Background: an optimization exercise with open tools, aiming at a short achievable clock period and few clock cycles per item. Do not read the settings as production practice.
Where RTL was checked, it was by simulation tests only, not by an equivalence proof against the original.
No activity file was given, so power comes from the tool's default toggle rates.

==> module mdrs_emit, before the edit <==
module mdrs_emit (
	input  logic        clk,
	input  logic        arst_n,
	output logic        rst_q,        
	input  logic        s_valid,
	input  logic        s_push,
	input  logic        s_match,
	input  logic        s_eoi,
	input  logic [7:0]  s_byte,
	input  logic [1:0]  s_idx,
	input  logic [mdrs_pkg::PTR_W-1:0] s_back,
	input  logic        p0,
	input  logic        p1,
	output logic        in_ready,
	output logic        rdy_int,      
	output logic             res_valid,
	input  logic             res_ready,
	output logic [7:0]       res_out_byte,
	output logic             res_is_data,
	output logic             res_matched,
	output logic [1:0]       res_separator_index,
	output logic             res_last
);
	localparam int N  = mdrs_pkg::BUF_N;
	localparam int PW = mdrs_pkg::PTR_W;
	always_ff @(posedge clk or negedge arst_n) begin
		if (!arst_n) rst_q <= 1'b0;
		else         rst_q <= 1'b1;
	end
	logic [PW-1:0] wr_q, cm_q;
	logic [3:0]    fill_q;
	logic          full;
	logic [PW-1:0] pos;
	logic          ovf;
	assign full = fill_q[3];
	assign pos  = wr_q + s_back;
	assign ovf  = s_valid && s_push && full;
	always_ff @(posedge clk) begin
		if (!rst_q) begin
			wr_q   <= '0;
			cm_q   <= '0;
			fill_q <= '0;
		end else if (s_valid) begin
			wr_q <= pos + PW'(1);
			if (s_push) begin
				if (full) cm_q <= cm_q + PW'(1);
				else      fill_q <= fill_q + 4'd1;
			end else begin
				cm_q   <= pos + PW'(1);
				fill_q <= '0;
			end
		end
	end
	logic [PW-1:0] cm_v;        
	logic [N-1:0][7:0] bq_byte;
	logic [N-1:0]      bq_data;
	logic [N-1:0]      bq_matched;
	logic [N-1:0][1:0] bq_idx;
	logic [N-1:0]      bq_last;
	assign cm_v = cm_q;
	always_ff @(posedge clk) begin
		for (int i = 0; i < N; i++) begin
			if (s_valid && pos == PW'(i)) begin
				bq_byte[i]    <= s_push ? s_byte : 8'd0;
				bq_data[i]    <= s_push;
				bq_matched[i] <= s_match;
				bq_idx[i]     <= s_match ? s_idx : 2'd0;
				bq_last[i]    <= !s_push;
			end else if (ovf && cm_q == PW'(i)) begin
				bq_last[i]    <= 1'b1;
			end
		end
	end
	logic          o_valid_q;   
	logic          o_vld_i;     
	logic [7:0]    o_byte_q;
	logic          o_data_q;
	logic          o_matched_q;
	logic [1:0]    o_idx_q;
	logic          o_last_q;
	logic [PW-1:0] rd_q;
	logic [PW-1:0] rd1_q;       
	logic [PW-1:0] rd2_q;       
	logic [PW-1:0] rd3_q;       
	logic [12:0]   r0_q, r1_q, r2_q;
	logic          t_q;
	logic [PW-1:0] c_q;
	logic          taken;
	logic [12:0]   ent_lo;      
	logic [12:0]   ent_hi;      
	logic          vld_lo;
	logic          vld_hi;
	assign taken  = o_vld_i && res_ready;
	assign ent_lo = t_q ? r1_q : r0_q;
	assign ent_hi = t_q ? r2_q : r1_q;
	assign vld_lo = (rd_q != c_q);
	assign vld_hi = (rd1_q != c_q);
	always_ff @(posedge clk) begin
		r0_q <= {bq_byte[rd_q], bq_data[rd_q], bq_matched[rd_q], bq_idx[rd_q], bq_last[rd_q]};
		r1_q <= {bq_byte[rd1_q], bq_data[rd1_q], bq_matched[rd1_q], bq_idx[rd1_q], bq_last[rd1_q]};
		r2_q <= {bq_byte[rd2_q], bq_data[rd2_q], bq_matched[rd2_q], bq_idx[rd2_q], bq_last[rd2_q]};
		c_q  <= rst_q ? cm_v : '0;
		t_q  <= rst_q && taken;
	end
	always_ff @(posedge clk or negedge arst_n) begin
		if (!arst_n) begin
			o_valid_q <= 1'b0;
		end else begin
			o_valid_q <= taken ? vld_hi : vld_lo;
		end
	end
	always_ff @(posedge clk) begin
		o_vld_i <= rst_q && (taken ? vld_hi : vld_lo);
	end
	always_ff @(posedge clk) begin
		if (!rst_q) begin
			rd_q  <= '0;
			rd1_q <= PW'(1);
			rd2_q <= PW'(2);
			rd3_q <= PW'(3);
		end else if (taken) begin
			rd_q  <= rd1_q;
			rd1_q <= rd2_q;
			rd2_q <= rd3_q;
			rd3_q <= rd3_q + PW'(1);
		end
	end
	always_ff @(posedge clk) begin
		{o_byte_q, o_data_q, o_matched_q, o_idx_q, o_last_q} <= taken ? ent_hi : ent_lo;
	end
	logic [PW-1:0] occ;
	logic          rdy_q;       
	logic          rdy_i;       
	logic          rdy_d;
	assign occ = wr_q - rd_q;
	assign rdy_d = (({1'b0, occ} + (PW+1)'(s_valid) + (PW+1)'(p1) + (PW+1)'(p0) +
		(PW+1)'(rdy_i)) <= (PW+1)'(N - 2));
	always_ff @(posedge clk or negedge arst_n) begin
		if (!arst_n) begin
			rdy_q <= 1'b0;
		end else begin
			rdy_q <= rdy_d;
		end
	end
	always_ff @(posedge clk) begin
		rdy_i <= rdy_d;
	end
	assign in_ready            = rdy_q;
	assign rdy_int             = rdy_i;
	assign res_valid           = o_valid_q;
	assign res_out_byte        = o_byte_q;
	assign res_is_data         = o_data_q;
	assign res_matched         = o_matched_q;
	assign res_separator_index = o_idx_q;
	assign res_last            = o_last_q;
endmodule
export LEC_CHECK = 0
export ABC_CLOCK_PERIOD_IN_PS = 3500
export CAP_MARGIN = 20
export CORE_MARGIN = 2
export CORE_UTILIZATION = 60
export CTS_CLUSTER_DIAMETER = 80
export CTS_CLUSTER_SIZE = 24
export PLACE_DENSITY = 0.7
export SLEW_MARGIN = 20
create_clock -name core_clock -period 16.0 [get_ports {clk}]
standard.sh (not shown) runs the stock make flow with config.mk's settings and CLKGATE_MAP_FILE= SYNTH_SCRIPT=/design/flow/synth_recipe.tcl, a recipe that flattens the netlist after the stock synthesis.
==> flow/flow/run.sh <==
#!/bin/bash
# The standard layout, with two changes in how it is made:
#  - after placement, each flip-flop that drives an output port's buffer is moved
#    next to that buffer (pull_io_flops.tcl), and the placement legalized again;
#  - the timing repair steps (after CTS and global route) aim for extra setup
#    slack beyond the design's clock period.
# The constraints (SDC), synthesis and every other step are the standard ones.
set -euo pipefail
M=12
bash standard.sh SETUP_SLACK_MARGIN=$M place > place.log 2>&1
RESULTS=$PWD/orfs/results/sky130hd/multi_delimiter_record_splitter_top/base openroad -no_init -exit flow/pull_io_flops.tcl > pull_io_flops.log 2>&1
bash standard.sh SETUP_SLACK_MARGIN=$M finish > finish.log 2>&1
==> flow/flow/pull_io_flops.tcl <==
# Moves each flip-flop that drives an output port's buffer next to that buffer,
# then legalizes the placement. Nothing else changes: the same cells and nets.
set results $::env(RESULTS)
read_db $results/3_place.odb
set block [ord::get_db_block]
set moved 0
foreach bterm [$block getBTerms] {
  if {[$bterm getIoType] ne "OUTPUT"} { continue }
  set net [$bterm getNet]
  if {$net eq "NULL" || $net eq ""} { continue }
  set buf ""
  foreach it [$net getITerms] { if {[$it isOutputSignal]} { set buf [$it getInst] } }
  if {$buf eq ""} { continue }
  set innet ""
  foreach it [$buf getITerms] { if {[$it isInputSignal] && [$it getNet] ne "NULL"} { set innet [$it getNet] } }
  if {$innet eq ""} { continue }
  set drv ""
  foreach it [$innet getITerms] { if {[$it isOutputSignal]} { set drv [$it getInst] } }
  if {$drv eq ""} { continue }
  set mname [[$drv getMaster] getName]
  if {![string match "sky130_fd_sc_hd__df*" $mname] && ![string match "sky130_fd_sc_hd__edf*" $mname]} { continue }
  set loc [$buf getLocation]
  puts "move [$drv getName] ($mname) from [$drv getLocation] to $loc near [$buf getName] for [$bterm getName]"
  $drv setLocation [lindex $loc 0] [lindex $loc 1]
  incr moved
}
puts "moved $moved flip-flops"
detailed_placement
check_placement -verbose
write_db $results/3_place.odb
Testbench counts at the start, summed over its fixed seeds: cycles 39,285, items 38,935.
Edit:
--- a/flow/design.v
+++ b/flow/design.v
@@ -252,28 +252,45 @@
 				cm_q   <= pos + PW'(1);
 				fill_q <= '0;
 			end
 		end
 	end
+	logic [N-1:0]  w_en;        
+	logic [N-1:0]  l_en;        
+	logic [7:0]    w_byte;
+	logic          w_data;
+	logic          w_matched;
+	logic [1:0]    w_idx;
+	logic          w_last;
 	logic [PW-1:0] cm_v;        
+	always_ff @(posedge clk) begin
+		for (int i = 0; i < N; i++) begin
+			w_en[i] <= rst_q && s_valid && (pos == PW'(i));
+			l_en[i] <= rst_q && ovf && (cm_q == PW'(i));
+		end
+		cm_v <= rst_q ? cm_q : '0;
+		w_byte    <= s_push ? s_byte : 8'd0;
+		w_data    <= s_push;
+		w_matched <= s_match;
+		w_idx     <= s_match ? s_idx : 2'd0;
+		w_last    <= !s_push;
+	end
 	logic [N-1:0][7:0] bq_byte;
 	logic [N-1:0]      bq_data;
 	logic [N-1:0]      bq_matched;
 	logic [N-1:0][1:0] bq_idx;
 	logic [N-1:0]      bq_last;
-	assign cm_v = cm_q;
 	always_ff @(posedge clk) begin
 		for (int i = 0; i < N; i++) begin
-			if (s_valid && pos == PW'(i)) begin
-				bq_byte[i]    <= s_push ? s_byte : 8'd0;
-				bq_data[i]    <= s_push;
-				bq_matched[i] <= s_match;
-				bq_idx[i]     <= s_match ? s_idx : 2'd0;
-				bq_last[i]    <= !s_push;
-			end else if (ovf && cm_q == PW'(i)) begin
-				bq_last[i]    <= 1'b1;
+			if (w_en[i]) begin
+				bq_byte[i]    <= w_byte;
+				bq_data[i]    <= w_data;
+				bq_matched[i] <= w_matched;
+				bq_idx[i]     <= w_idx;
 			end
+			if (w_en[i])      bq_last[i] <= w_last;
+			else if (l_en[i]) bq_last[i] <= 1'b1;
 		end
 	end
 	logic          o_valid_q;   
 	logic          o_vld_i;     
 	logic [7:0]    o_byte_q;
@@ -334,11 +351,11 @@
 	logic [PW-1:0] occ;
 	logic          rdy_q;       
 	logic          rdy_i;       
 	logic          rdy_d;
 	assign occ = wr_q - rd_q;
-	assign rdy_d = (({1'b0, occ} + (PW+1)'(s_valid) + (PW+1)'(p1) + (PW+1)'(p0) +
+	assign rdy_d = rst_q && (({1'b0, occ} + (PW+1)'(s_valid) + (PW+1)'(p1) + (PW+1)'(p0) +
 		(PW+1)'(rdy_i)) <= (PW+1)'(N - 2));
 	always_ff @(posedge clk or negedge arst_n) begin
 		if (!arst_n) begin
 			rdy_q <= 1'b0;
 		end else begin
Effect: Wire length shrinks by 1.7%; register-to-register slack gains 0.12 ns; first-iteration DRC count decreases by 6.6%; critical path depth stays the same; total power increases by 3.2%.
Testbench counts after the change, summed over its fixed seeds: cycles 39,325, items 38,935.

* * *

multi_delimiter_record_splitter_top, a different RTL version from the one above (not shown whole).
For scale: ~3,900 cells after synthesis, about 97 I/O pins, ~43,000 um^2 of cells after synthesis.
==> module mdrs_emit, before the edit <==
module mdrs_emit (
	input  logic        clk,
	input  logic        arst_n,
	output logic        rst_q,        
	input  logic        s_valid,
	input  logic        s_push,
	input  logic        s_match,
	input  logic        s_eoi,
	input  logic [7:0]  s_byte,
	input  logic [1:0]  s_idx,
	input  logic [mdrs_pkg::PTR_W-1:0] s_back,
	input  logic        p0,
	input  logic        p1,
	output logic        in_ready,
	output logic             res_valid,
	input  logic             res_ready,
	output logic [7:0]       res_out_byte,
	output logic             res_is_data,
	output logic             res_matched,
	output logic [1:0]       res_separator_index,
	output logic             res_last
);
	localparam int N  = mdrs_pkg::BUF_N;
	localparam int PW = mdrs_pkg::PTR_W;
	always_ff @(posedge clk or negedge arst_n) begin
		if (!arst_n) rst_q <= 1'b0;
		else         rst_q <= 1'b1;
	end
	logic [PW-1:0] wr_q, cm_q;
	logic [3:0]    fill_q;
	logic          full;
	logic [PW-1:0] pos;
	logic          ovf;
	assign full = fill_q[3];
	assign pos  = wr_q + s_back;
	assign ovf  = s_valid && s_push && full;
	always_ff @(posedge clk) begin
		if (!rst_q) begin
			wr_q   <= '0;
			cm_q   <= '0;
			fill_q <= '0;
		end else if (s_valid) begin
			wr_q <= pos + PW'(1);
			if (s_push) begin
				if (full) cm_q <= cm_q + PW'(1);
				else      fill_q <= fill_q + 4'd1;
			end else begin
				cm_q   <= pos + PW'(1);
				fill_q <= '0;
			end
		end
	end
	logic [N-1:0]  w_en;        
	logic [N-1:0]  l_en;        
	logic [7:0]    w_byte;
	logic          w_data;
	logic          w_matched;
	logic [1:0]    w_idx;
	logic          w_last;
	logic [PW-1:0] cm_v;        
	always_ff @(posedge clk) begin
		for (int i = 0; i < N; i++) begin
			w_en[i] <= rst_q && s_valid && (pos == PW'(i));
			l_en[i] <= rst_q && ovf && (cm_q == PW'(i));
		end
		cm_v <= rst_q ? cm_q : '0;
		w_byte    <= s_push ? s_byte : 8'd0;
		w_data    <= s_push;
		w_matched <= s_match;
		w_idx     <= s_match ? s_idx : 2'd0;
		w_last    <= !s_push;
	end
	logic [N-1:0][7:0] bq_byte;
	logic [N-1:0]      bq_data;
	logic [N-1:0]      bq_matched;
	logic [N-1:0][1:0] bq_idx;
	logic [N-1:0]      bq_last;
	always_ff @(posedge clk) begin
		for (int i = 0; i < N; i++) begin
			if (w_en[i]) begin
				bq_byte[i]    <= w_byte;
				bq_data[i]    <= w_data;
				bq_matched[i] <= w_matched;
				bq_idx[i]     <= w_idx;
			end
			if (w_en[i])      bq_last[i] <= w_last;
			else if (l_en[i]) bq_last[i] <= 1'b1;
		end
	end
	logic          o_valid_q;
	logic [7:0]    o_byte_q;
	logic          o_data_q;
	logic          o_matched_q;
	logic [1:0]    o_idx_q;
	logic          o_last_q;
	logic [PW-1:0] rd_q;
	logic [PW-1:0] rd1_q;       
	logic [PW-1:0] rd2_q;       
	logic          taken;
	logic [12:0]   ent_0;       
	logic [12:0]   ent_1;       
	logic          vld_0;       
	logic          vld_1;       
	assign taken = o_valid_q && res_ready;
	assign ent_0 = {bq_byte[rd_q], bq_data[rd_q], bq_matched[rd_q], bq_idx[rd_q], bq_last[rd_q]};
	assign ent_1 = {bq_byte[rd1_q], bq_data[rd1_q], bq_matched[rd1_q], bq_idx[rd1_q], bq_last[rd1_q]};
	assign vld_0 = (rd_q != cm_v);
	assign vld_1 = (rd1_q != cm_v);
	always_ff @(posedge clk or negedge arst_n) begin
		if (!arst_n) begin
			o_valid_q <= 1'b0;
		end else begin
			o_valid_q <= taken ? vld_1 : vld_0;
		end
	end
	always_ff @(posedge clk) begin
		if (!rst_q) begin
			rd_q  <= '0;
			rd1_q <= PW'(1);
			rd2_q <= PW'(2);
		end else if (taken) begin
			rd_q  <= rd1_q;
			rd1_q <= rd2_q;
			rd2_q <= rd2_q + PW'(1);
		end
	end
	always_ff @(posedge clk) begin
		{o_byte_q, o_data_q, o_matched_q, o_idx_q, o_last_q} <= taken ? ent_1 : ent_0;
	end
	logic [PW-1:0] occ;
	logic          rdy_q;
	assign occ = wr_q - rd_q;
	always_ff @(posedge clk or negedge arst_n) begin
		if (!arst_n) begin
			rdy_q <= 1'b0;
		end else begin
			rdy_q <= rst_q && (({1'b0, occ} + (PW+1)'(s_valid) + (PW+1)'(p1) + (PW+1)'(p0) +
				(PW+1)'(rdy_q)) <= (PW+1)'(N - 2));
		end
	end
	assign in_ready            = rdy_q;
	assign res_valid           = o_valid_q;
	assign res_out_byte        = o_byte_q;
	assign res_is_data         = o_data_q;
	assign res_matched         = o_matched_q;
	assign res_separator_index = o_idx_q;
	assign res_last            = o_last_q;
endmodule
clock: 16.0 ns
lec_check: 0
abc_clock_period_in_ps: 3500
cap_margin: 20
core_margin: 2
core_utilization: 40
slew_margin: 20
==> flow/flow/run.sh <==
#!/bin/bash
# The standard layout, with the timing repair steps (after floorplan, CTS and
# global route) aiming for extra setup slack beyond the design's clock period.
# The constraints (SDC) are the design's, unchanged.
bash standard.sh SETUP_SLACK_MARGIN=12 finish > standard.log 2>&1
The starting point produced a clean layout.
Rerun with:
--- a/flow/design.v
+++ b/flow/design.v
@@ -3,13 +3,13 @@
 	localparam int MAX_SEP_LEN    = 8;
 	localparam int SEP_W          = 64;
 	localparam int LEN_W          = 4;
 	localparam int LENS_W         = 16;
 	localparam int IDX_W          = 2;
 	localparam int CFG_IDX_W      = 3;
-	localparam int BUF_N          = 32;
+	localparam int BUF_N          = 16;
 	localparam int PTR_W          = $clog2(BUF_N);
 	localparam logic [SEP_W-1:0]  RST_SEP_0     = 64'd10;
 	localparam logic [SEP_W-1:0]  RST_SEP_1     = 64'd2573;
 	localparam logic [SEP_W-1:0]  RST_SEP_2     = 64'd0;
 	localparam logic [SEP_W-1:0]  RST_SEP_3     = 64'd0;
 	localparam logic [LENS_W-1:0] RST_LENGTHS   = 16'd33;
@@ -300,44 +300,38 @@
 	logic [7:0]    o_byte_q;
 	logic          o_data_q;
 	logic          o_matched_q;
 	logic [1:0]    o_idx_q;
 	logic          o_last_q;
 	logic [PW-1:0] rd_q;
-	logic [PW-1:0] rd1_q;       
-	logic [PW-1:0] rd2_q;       
-	logic          taken;
-	logic [12:0]   ent_0;       
-	logic [12:0]   ent_1;       
-	logic          vld_0;       
-	logic          vld_1;       
-	assign taken = o_valid_q && res_ready;
-	assign ent_0 = {bq_byte[rd_q], bq_data[rd_q], bq_matched[rd_q], bq_idx[rd_q], bq_last[rd_q]};
-	assign ent_1 = {bq_byte[rd1_q], bq_data[rd1_q], bq_matched[rd1_q], bq_idx[rd1_q], bq_last[rd1_q]};
-	assign vld_0 = (rd_q != cm_v);
-	assign vld_1 = (rd1_q != cm_v);
+	logic          avail;
+	logic          ld;
+	assign avail = (rd_q != cm_v);
+	assign ld    = !o_valid_q || res_ready;
 	always_ff @(posedge clk or negedge arst_n) begin
 		if (!arst_n) begin
 			o_valid_q <= 1'b0;
-		end else begin
-			o_valid_q <= taken ? vld_1 : vld_0;
+		end else if (ld) begin
+			o_valid_q <= avail;
 		end
 	end
 	always_ff @(posedge clk) begin
 		if (!rst_q) begin
-			rd_q  <= '0;
-			rd1_q <= PW'(1);
-			rd2_q <= PW'(2);
-		end else if (taken) begin
-			rd_q  <= rd1_q;
-			rd1_q <= rd2_q;
-			rd2_q <= rd2_q + PW'(1);
+			rd_q <= '0;
+		end else if (ld && avail) begin
+			rd_q <= rd_q + PW'(1);
 		end
 	end
 	always_ff @(posedge clk) begin
-		{o_byte_q, o_data_q, o_matched_q, o_idx_q, o_last_q} <= taken ? ent_1 : ent_0;
+		if (ld && avail) begin
+			o_byte_q    <= bq_byte[rd_q];
+			o_data_q    <= bq_data[rd_q];
+			o_matched_q <= bq_matched[rd_q];
+			o_idx_q     <= bq_idx[rd_q];
+			o_last_q    <= bq_last[rd_q];
+		end
 	end
 	logic [PW-1:0] occ;
 	logic          rdy_q;
 	assign occ = wr_q - rd_q;
 	always_ff @(posedge clk or negedge arst_n) begin
 		if (!arst_n) begin
Setup slack improves by 65 ps.
Core utilization decreases by 1.4 points.
Design area decreases by 27%.
Sequential cell count decreases by 259.
Routed wire length decreases by 32%.
Via count decreases by 27%.
Testbench counts after the change, summed over its fixed seeds: cycles 39,325, items 38,935.
Only the layout flow was run in the first run of this note; the RTL was not checked for function there.

afterwards: timing with drivers on the ports:
The results above use ideal ports. As a check the final layouts listed here were re-extracted and re-timed, cells and wires unchanged. Step 1 assumes that a clkbuf_16 drives the clock port and a buf_2 every other input. Step 2 times the ports against the registers' clock, not the clock port: input delays grow and output delays shrink by t, the midpoint of the rising clock arrivals with the driver on. Three values: ideal, step 1, step 2; two values: the first two.
run	shift t [ns]	setup slack, ns	worst setup path at the end	worst slew at a driven data input, ns	cell pins on the clock port's net
the first run of note 1	0.706	11.622 / 11.555 / 11.404	input to register	0.04	1
the second run of note 1	0.702	11.652 / 11.589 / 11.255	input to register	0.05	1
the first run of note 2	0.761	11.566 / 11.502 / 10.846	input to register	0.08	1
the second run of note 2	0.703	11.631 / 11.563 / 11.523	input to register	0.04	1
After both steps setup and hold are still met in every run listed. The setup slack of the first run of note 2, which loses most, moves by -0.064 ns with the drivers and by -0.720 ns with both steps.
